Background: an optimization exercise with open tools, aiming at small area. Do not read the settings as production practice.
RTL that was checked went through simulation tests only; none was proved equivalent to the original.
Power is estimated from default activity; no workload was simulated.

==> module cmd_decoder, before the edit <==
module cmd_decoder (
	input  logic       tx_clk,
	input  logic       rst,
	input  logic       clr,
	input  logic [7:0] byte_in,
	input  logic       byte_ready,
	output logic       byte_unload,
	output logic       wr_fast,
	output logic       wr_slow,
	output logic       keep_fast,
	output logic       keep_slow,
	output logic [4:0] addr_fast,
	output logic [4:0] addr_slow,
	output logic [6:0] wdata,
	output logic [6:0] pulses
);
	logic tgt_slow;
	logic tgt_none;
	logic trig;
	logic decode;
	assign decode = !byte_ready && byte_unload;
	always_ff @(posedge tx_clk or posedge rst) begin
		if (rst) begin
			byte_unload <= 1'b0;
			wr_fast     <= 1'b0;
			wr_slow     <= 1'b0;
			keep_fast   <= 1'b1;
			keep_slow   <= 1'b1;
			trig        <= 1'b0;
		end else begin
			byte_unload <= byte_ready;
			wr_fast     <= decode && byte_in[7] && !tgt_slow && !tgt_none;
			wr_slow     <= decode && byte_in[7] && tgt_slow && !tgt_none;
			keep_fast   <= !(decode && byte_in[7] && !tgt_slow && !tgt_none);
			keep_slow   <= !(decode && byte_in[7] && tgt_slow && !tgt_none);
			trig        <= decode && byte_in[7:3] == 5'd0 && byte_in[2:0] != 3'd7;
		end
	end
	always_ff @(posedge tx_clk) begin
		if (clr) begin
			tgt_slow  <= 1'b0;
			tgt_none  <= 1'b0;
			addr_fast <= '0;
			addr_slow <= '0;
		end else begin
			if (decode && !byte_in[7] && (byte_in[6] || byte_in[5])) begin
				tgt_slow <= byte_in[6] && byte_in[5];
				tgt_none <= !byte_in[6];
			end
			if (decode && byte_in[7:5] == 3'b010) addr_fast <= byte_in[4:0];
			if (decode && byte_in[7:5] == 3'b011) addr_slow <= byte_in[4:0];
		end
	end
	always_ff @(posedge tx_clk) begin
		wdata <= byte_in[6:0];
	end
	always_comb begin
		pulses    = '0;
		pulses[6] = trig && wdata[2:0] == 3'd0;
		pulses[3] = trig && wdata[2:0] == 3'd1;
		pulses[4] = trig && wdata[2:0] == 3'd2;
		pulses[5] = trig && wdata[2:0] == 3'd3;
		pulses[2] = trig && wdata[2:0] == 3'd4;
		pulses[1] = trig && wdata[2:0] == 3'd5;
		pulses[0] = trig && wdata[2:0] == 3'd6;
	end
endmodule
==> module daq_ctrl_top, before the edit <==
module daq_ctrl_top (
	input  logic         tx_clk,
	input  logic         rst,
	input  logic [7:0]   byte_in,
	input  logic         byte_ready,
	input  logic         tx_en_fast,
	input  logic         tx_en_slow,
	input  logic         word_loaded_fast,
	input  logic         word_loaded_slow,
	output logic         byte_unload,
	output logic [145:0] timing,
	output logic [6:0]   pulses,
	output logic [9:0]   rb_fast,
	output logic [9:0]   rb_slow,
	output logic         dcm_rst,
	output logic         idelay_rst_out
);
	localparam int FAST_REGS = 31;
	localparam int SLOW_REGS = 23;
	logic       wr_fast;
	logic       wr_slow;
	logic       keep_fast;
	logic       keep_slow;
	logic [4:0] addr_fast;
	logic [4:0] addr_slow;
	logic [6:0] wdata;
	daq_ctrl_pkg::reg_word_t [FAST_REGS-1:0] fast_regs;
	function automatic logic [7*FAST_REGS-1:0] fast_arst_bits();
		logic [FAST_REGS-1:0][6:0] m;
		m = '0;
		for (int i = 0; i < FAST_REGS; i++) begin
			if (i == 0 || i == 1 || i == 22 || i == 24 || i == 27 || i == 28 || i == 30 ||
			    (i >= 3 && i <= 19 && i % 2 == 1)) begin
				m[i] = 7'h7f;
			end else if (i >= 4 && i <= 20 && i % 2 == 0) begin
				m[i] = 7'h01;
			end else if (i == 21 || i == 23 || i == 25) begin
				m[i] = 7'h3f;
			end else if (i == 29) begin
				m[i] = 7'h1f;
			end
		end
		fast_arst_bits = m;
	endfunction
	logic clr;
	logic clr_n;
	assign clr = !clr_n;
	always_ff @(posedge tx_clk or posedge rst) begin
		if (rst) begin
			clr_n <= 1'b0;
		end else begin
			clr_n <= 1'b1;
		end
	end
	logic [145:0] timing_regs;
	daq_ctrl_pkg::reg_addr_t fast_rd_addr;
	daq_ctrl_pkg::reg_word_t fast_rd_data;
	daq_ctrl_pkg::reg_addr_t slow_rd_addr;
	daq_ctrl_pkg::reg_word_t slow_rd_data;
	cmd_decoder u_dec (
		.tx_clk      (tx_clk),
		.rst         (rst),
		.clr         (clr),
		.byte_in     (byte_in),
		.byte_ready  (byte_ready),
		.byte_unload (byte_unload),
		.wr_fast     (wr_fast),
		.wr_slow     (wr_slow),
		.keep_fast   (keep_fast),
		.keep_slow   (keep_slow),
		.addr_fast   (addr_fast),
		.addr_slow   (addr_slow),
		.wdata       (wdata),
		.pulses      (pulses)
	);
	ctrl_reg_bank #(.N_REGS(FAST_REGS), .ARST_BITS(fast_arst_bits())) u_fast_bank (
		.tx_clk  (tx_clk),
		.rst     (rst),
		.clr     (clr),
		.wr      (wr_fast),
		.keep    (keep_fast),
		.wr_addr (addr_fast),
		.wr_data (wdata),
		.rd_addr (fast_rd_addr),
		.rd_data (fast_rd_data),
		.regs    (fast_regs)
	);
	ctrl_reg_bank #(.N_REGS(SLOW_REGS)) u_slow_bank (
		.tx_clk  (tx_clk),
		.rst     (rst),
		.clr     (clr),
		.wr      (wr_slow),
		.keep    (keep_slow),
		.wr_addr (addr_slow),
		.wr_data (wdata),
		.rd_addr (slow_rd_addr),
		.rd_data (slow_rd_data),
		.regs    ()
	);
	reg_readback #(.N_REGS(FAST_REGS)) u_fast_rb (
		.tx_clk      (tx_clk),
		.rst         (rst),
		.tx_en       (tx_en_fast),
		.word_loaded (word_loaded_fast),
		.rd_data     (fast_rd_data),
		.rd_addr     (fast_rd_addr),
		.link        (rb_fast)
	);
	reg_readback #(.N_REGS(SLOW_REGS)) u_slow_rb (
		.tx_clk      (tx_clk),
		.rst         (rst),
		.tx_en       (tx_en_slow),
		.word_loaded (word_loaded_slow),
		.rd_data     (slow_rd_data),
		.rd_addr     (slow_rd_addr),
		.link        (rb_slow)
	);
	reset_sequencer u_rst_seq (
		.tx_clk         (tx_clk),
		.rst            (rst),
		.full_reset     (pulses[6]),
		.idelay_rst     (pulses[2]),
		.dcm_rst        (dcm_rst),
		.idelay_rst_out (idelay_rst_out)
	);
	always_comb begin
		timing_regs = daq_ctrl_pkg::unpack_timing(fast_regs);
		timing      = timing_regs;
		timing[131] = timing_regs[131] && !clr;
		timing[26]  = timing_regs[26] && !clr;
	end
endmodule
export LEC_CHECK = 0
export CAP_MARGIN = 20
export CORE_MARGIN = 2
export CORE_UTILIZATION = 60
export PLACE_DENSITY = 0.7
export SLEW_MARGIN = 20
create_clock -name core_clock -period 10.0 [get_ports {tx_clk}]
standard.sh (not shown) runs the stock make flow with config.mk's settings and CLKGATE_MAP_FILE= SYNTH_SCRIPT=/design/flow/synth_recipe.tcl, a recipe that flattens the netlist after the stock synthesis.
==> flow/flow/run.sh <==
#!/bin/bash
# Own layout flow: the standard flow (standard.sh) with two changes.
#  1. Synthesis is the standard script with only the ABC script swapped for the
#     area-oriented flow/area.abc. Its registers (names and cell types) are
#     checked against the standard synthesis; if they differ the standard
#     netlist is used instead.
#  2. Port buffers are sky130_fd_sc_hd__buf_1 (buffer_ports -buffer_cell).
#  3. Clock tree: clusters of at most 16 sinks within 80 um, each driven by a
#     clkbuf_8, without dummy loads (CTS_ARGS).
# Each tool's output goes to a log file of its own in this folder.
set -euo pipefail
W=$PWD
R=$W/orfs/results/$FLOW_PLATFORM/daq_ctrl_top/base

bash standard.sh synth > log_std_synth.txt 2>&1
cp "$R/1_2_yosys.v" ref_netlist.v

# 2. own synthesis: same script and make call, abc script swapped
{ cat flow/abc_override.tcl; cat synth_recipe.tcl; } > own_synth.tcl
sed "s#SYNTH_SCRIPT=[^ ]*#SYNTH_SCRIPT=$W/own_synth.tcl#" standard.sh > own_standard.sh
mkdir -p ref_results
cp -p "$R"/1_* ref_results/
rm -f "$R"/1_*
export OWN_ABC_SCRIPT=$W/flow/area.abc
if bash own_standard.sh synth > log_own_synth.txt 2>&1 \
   && python3 flow/regs.py ref_netlist.v "$R/1_2_yosys.v" > log_regs.txt 2>&1; then
  echo "own synthesis used" >> log_regs.txt
else
  echo "own synthesis not used, back to the standard netlist" >> log_regs.txt
  rm -f "$R"/1_*
  cp -p ref_results/1_* "$R"/
fi

# 3. the rest of the standard flow, port buffers as buf_1
export BUFFER_PORTS_ARGS="-buffer_cell sky130_fd_sc_hd__buf_1"
export CTS_ARGS="-sink_clustering_enable -sink_clustering_size 16 -sink_clustering_max_diameter 80 -buf_list sky130_fd_sc_hd__clkbuf_8 -dont_use_dummy_load -repair_clock_nets"
bash own_standard.sh > log_layout.txt 2>&1
test -s out/final.def
Other scripts of this flow, unchanged in this note and not shown: flow/flow/abc_override.tcl, flow/flow/area.abc, flow/flow/regs.py
Then changed:
--- a/flow/design.v
+++ b/flow/design.v
@@ -37,8 +37,7 @@
 	output logic       wr_slow,
 	output logic       keep_fast,
 	output logic       keep_slow,
-	output logic [4:0] addr_fast,
-	output logic [4:0] addr_slow,
+	output logic [4:0] addr,
 	output logic [6:0] wdata,
 	output logic [6:0] pulses
 );
@@ -68,15 +67,13 @@
 		if (clr) begin
 			tgt_slow  <= 1'b0;
 			tgt_none  <= 1'b0;
-			addr_fast <= '0;
-			addr_slow <= '0;
+			addr      <= '0;
 		end else begin
 			if (decode && !byte_in[7] && (byte_in[6] || byte_in[5])) begin
 				tgt_slow <= byte_in[6] && byte_in[5];
 				tgt_none <= !byte_in[6];
 			end
-			if (decode && byte_in[7:5] == 3'b010) addr_fast <= byte_in[4:0];
-			if (decode && byte_in[7:5] == 3'b011) addr_slow <= byte_in[4:0];
+			if (decode && byte_in[7:6] == 2'b01) addr <= byte_in[4:0];
 		end
 	end
 	always_ff @(posedge tx_clk) begin
@@ -295,8 +292,7 @@
 	logic       wr_slow;
 	logic       keep_fast;
 	logic       keep_slow;
-	logic [4:0] addr_fast;
-	logic [4:0] addr_slow;
+	logic [4:0] addr;
 	logic [6:0] wdata;
 	daq_ctrl_pkg::reg_word_t [FAST_REGS-1:0] fast_regs;
 	function automatic logic [7*FAST_REGS-1:0] fast_arst_bits();
@@ -342,8 +338,7 @@
 		.wr_slow     (wr_slow),
 		.keep_fast   (keep_fast),
 		.keep_slow   (keep_slow),
-		.addr_fast   (addr_fast),
-		.addr_slow   (addr_slow),
+		.addr        (addr),
 		.wdata       (wdata),
 		.pulses      (pulses)
 	);
@@ -353,7 +348,7 @@
 		.clr     (clr),
 		.wr      (wr_fast),
 		.keep    (keep_fast),
-		.wr_addr (addr_fast),
+		.wr_addr (addr),
 		.wr_data (wdata),
 		.rd_addr (fast_rd_addr),
 		.rd_data (fast_rd_data),
@@ -365,7 +360,7 @@
 		.clr     (clr),
 		.wr      (wr_slow),
 		.keep    (keep_slow),
-		.wr_addr (addr_slow),
+		.wr_addr (addr),
 		.wr_data (wdata),
 		.rd_addr (slow_rd_addr),
 		.rd_data (slow_rd_data),
After rerunning:
- clock power hardly moves
- total power went down slightly
- worst setup slack improved by 0.29 ns
- critical path depth is unchanged
- design area decreases slightly
- via count is lower slightly
- count of clock-buffer cells in the layout is unchanged
- global-route usage went up by 0.20 points
- area after synthesis came out lower slightly
- utilization falls by 0.29 points
- wire length is lower slightly
- worst hold slack degrades by 0.011 ns
- die area came out lower slightly
For the second run of this note, only the layout was checked, not whether the RTL still works.

-- what the ideal ports hide --
Ports are ideal in the flow. The routed layouts listed here were re-timed in OpenROAD.
Step 1 assumes that a clkbuf_16 drives the clock port and a buf_2 every other input.
Step 2 adds t to the input delays and takes it off the output delays; t is the mean of the earliest and latest rising clock arrival at the registers after step 1. Input paths then give back, and output paths get back, about the clock's delay inside the block.
Three values: ideal, step 1, step 2; two values: the first two.
run | t, ns | slack for setup (ns) | worst hold slack (ns) | pins driven straight from the clock port
the first run | 0.607 | 5.801 / 5.749 / 6.309 | 0.402 / 0.402 / 0.402 | 1
the second run | 0.603 | 6.096 / 6.047 / 6.225 | 0.391 / 0.391 / 0.391 | 1
After both steps every run listed still meets setup and hold. Setup slack includes reset recovery checks.
